Context: an optimization exercise on an open-source flow, tuned for small area and a short achievable clock period. The choices shown serve that exercise and are no tape-out recipe. RTL that was checked went through simulation tests only; none was proved equivalent to the original. Power and IR drop assume default switching activity.

// aluCluster
module aluCluster (
    input  logic                            clk,
    input  logic                            rstN,
    input  logic                            awvalid,
    output logic                            awready,
    input  logic [aluBusPkg::ADDR_W-1:0]    awaddr,
    input  logic                            wvalid,
    output logic                            wready,
    input  logic [aluPkg::DATA_W-1:0]       wdata,
    output logic                            bvalid,
    input  logic                            bready,
    output logic [aluBusPkg::RESP_W-1:0]    bresp,
    input  logic                            arvalid,
    output logic                            arready,
    input  logic [aluBusPkg::ADDR_W-1:0]    araddr,
    output logic                            rvalid,
    input  logic                            rready,
    output logic [aluPkg::DATA_W-1:0]       rdata,
    output logic [aluBusPkg::RESP_W-1:0]    rresp
);
Size: ~260 flip-flops, roughly 96 I/O pins.
==> module aluDispatch, before the edit <==
module aluDispatch (
    input  logic                            clk,
    input  logic                            rstN,
    input  logic                            awvalid,
    output logic                            awready,
    input  logic [aluBusPkg::ADDR_W-1:0]    awaddr,
    input  logic                            wvalid,
    output logic                            wready,
    input  logic [aluPkg::DATA_W-1:0]       wdata,
    output logic                            bvalid,
    input  logic                            bready,
    output logic [aluBusPkg::RESP_W-1:0]    bresp,
    input  logic                            full,
    output logic                            issue,       
    output logic [4:0]                      issueOp,     
    output logic [aluPkg::DATA_W-1:0]       issueA,
    output logic [aluPkg::DATA_W-1:0]       issueB
);
    logic isCmd;
    logic isA;
    logic isB;
    logic cmdLegal;
    logic accept;
    logic errResp;
    logic [5:0] op;
    assign op    = wdata[5:0];
    assign isCmd = (awaddr == aluBusPkg::REG_CMD);
    assign isA   = (awaddr == aluBusPkg::REG_OPA);
    assign isB   = (awaddr == aluBusPkg::REG_OPB);
    always_comb
    begin
        case (op)
            6'h00, 6'h02, 6'h03, 6'h04, 6'h06, 6'h07, 6'h0a, 6'h0b, 6'h1c, 6'h1d,
            6'h20, 6'h21, 6'h22, 6'h23, 6'h24, 6'h25, 6'h26, 6'h27, 6'h2a, 6'h2b:
                cmdLegal = 1'b1;
            default:
                cmdLegal = 1'b0;
        endcase
    end
    logic acceptAw;
    logic acceptW;
    aluAccept acceptAw_i (
        .awvalid    (awvalid),
        .wvalid     (wvalid),
        .awaddr     (awaddr),
        .bvalid     (bvalid),
        .bready     (bready),
        .full       (full),
        .accept     (acceptAw)
    );
    aluAccept acceptW_i (
        .awvalid    (awvalid),
        .wvalid     (wvalid),
        .awaddr     (awaddr),
        .bvalid     (bvalid),
        .bready     (bready),
        .full       (full),
        .accept     (acceptW)
    );
    aluAccept accept_i (
        .awvalid    (awvalid),
        .wvalid     (wvalid),
        .awaddr     (awaddr),
        .bvalid     (bvalid),
        .bready     (bready),
        .full       (full),
        .accept     (accept)
    );
    assign awready = acceptAw;
    assign wready  = acceptW;
    assign issue   = accept && isCmd && cmdLegal;
    assign errResp = !(isA || isB || (isCmd && cmdLegal));
    always_ff @(posedge clk or negedge rstN)
    begin
        if (!rstN)
            bvalid <= 1'b0;
        else if (accept)
            bvalid <= 1'b1;
        else if (bready)
            bvalid <= 1'b0;
    end
    assign bresp[0] = 1'b0;
    always_ff @(posedge clk)
    begin
        issueOp <= {op[5], op[3:0]};     
        if (accept)
        begin
            bresp[1] <= errResp;
            if (isA)
                issueA <= wdata;
            if (isB)
                issueB <= wdata;
        end
    end
endmodule
Settings: LEC_CHECK=0, CAP_MARGIN=20, CORE_MARGIN=2, CORE_UTILIZATION=40, CTS_BUF_LIST=sky130_fd_sc_hd__clkbuf_8, CTS_CLUSTER_DIAMETER=300, CTS_CLUSTER_SIZE=16, SLEW_MARGIN=20, SYNTH_HIERARCHICAL=1; clock period 26.0 ns.
standard.sh (not shown) runs the stock make flow with config.mk's settings and CLKGATE_MAP_FILE= SYNTH_SCRIPT=/design/flow/synth_recipe.tcl, a recipe that flattens the netlist after the stock synthesis.
==> flow/flow/run.sh <==
#!/bin/bash
# The standard layout, with plain buffers on the ports instead of the
# delay buffers buffer_ports picks on its own, repair aiming for slack well
# beyond the clock target, and no dummy clock loads. Tool output goes to
# make.log here and to orfs/logs.
set -euo pipefail
bash standard.sh \
  "BUFFER_PORTS_ARGS=-buffer_cell sky130_fd_sc_hd__buf_1" \
  SETUP_SLACK_MARGIN=15 \
  "CTS_ARGS=-sink_clustering_enable -repair_clock_nets -sink_clustering_size 16 -sink_clustering_max_diameter 300 -buf_list sky130_fd_sc_hd__clkbuf_8 -dont_use_dummy_load" \
  finish > make.log 2>&1
Next try:
--- a/flow/design.v
+++ b/flow/design.v
@@ -243,25 +243,15 @@
                 cmdLegal = 1'b0;
         endcase
     end
-    logic acceptAw;
-    logic acceptW;
-    aluAccept acceptAw_i (
+    logic acceptOut;
+    aluAccept acceptOut_i (
         .awvalid    (awvalid),
         .wvalid     (wvalid),
         .awaddr     (awaddr),
         .bvalid     (bvalid),
         .bready     (bready),
         .full       (full),
-        .accept     (acceptAw)
-    );
-    aluAccept acceptW_i (
-        .awvalid    (awvalid),
-        .wvalid     (wvalid),
-        .awaddr     (awaddr),
-        .bvalid     (bvalid),
-        .bready     (bready),
-        .full       (full),
-        .accept     (acceptW)
+        .accept     (acceptOut)
     );
     aluAccept accept_i (
         .awvalid    (awvalid),
@@ -272,8 +262,8 @@
         .full       (full),
         .accept     (accept)
     );
-    assign awready = acceptAw;
-    assign wready  = acceptW;
+    assign awready = acceptOut;
+    assign wready  = acceptOut;
     assign issue   = accept && isCmd && cmdLegal;
     assign errResp = !(isA || isB || (isCmd && cmdLegal));
     always_ff @(posedge clk or negedge rstN)
After rerunning:
- The changed run completed with no timing, DRC or antenna violations
- power is about the same
- setup slack got worse by 0.0074 ns
- sequential power hardly moves
- fmax barely changes
- cell count hardly moves
- critical path depth is unchanged
- via count rises slightly
- design area barely changes
- sequential cell count stays the same
- global-route usage falls by 0.47 points
For the first run of this note, only the layout was checked, not whether the RTL still works.

-- re-timing with driven ports --
Ports are ideal in the flow. The routed layouts listed here were re-timed in OpenROAD. Step 1 (the two cells are an assumption about what drives the block):
set clk [get_ports {clk}]
set_driving_cell -lib_cell sky130_fd_sc_hd__clkbuf_16 $clk
set_driving_cell -lib_cell sky130_fd_sc_hd__buf_2 [delete_from_list [all_inputs] $clk]
Step 2 times the ports against the registers' clock, not the clock port: input delays grow and output delays shrink by t, the midpoint of the rising clock arrivals with the driver on. Three values: no drivers, after step 1, after step 2; two values: the first two.
run	shift t [ns]	setup slack, ns	worst hold slack (ns)	worst setup path at the end	worst register clock-pin slew, ns
the first run	0.603	14.848 / 14.786 / 14.786	0.359 / 0.359 / 0.359	input to output	0.10 / 0.10
the second run	0.608	14.841 / 14.789 / 14.789	0.359 / 0.359 / 0.359	input to output	0.11 / 0.11
After both steps setup and hold are still met in every run listed. The setup slack of the first run, which loses most, moves by -0.062 ns with the drivers and by -0.062 ns with both steps.
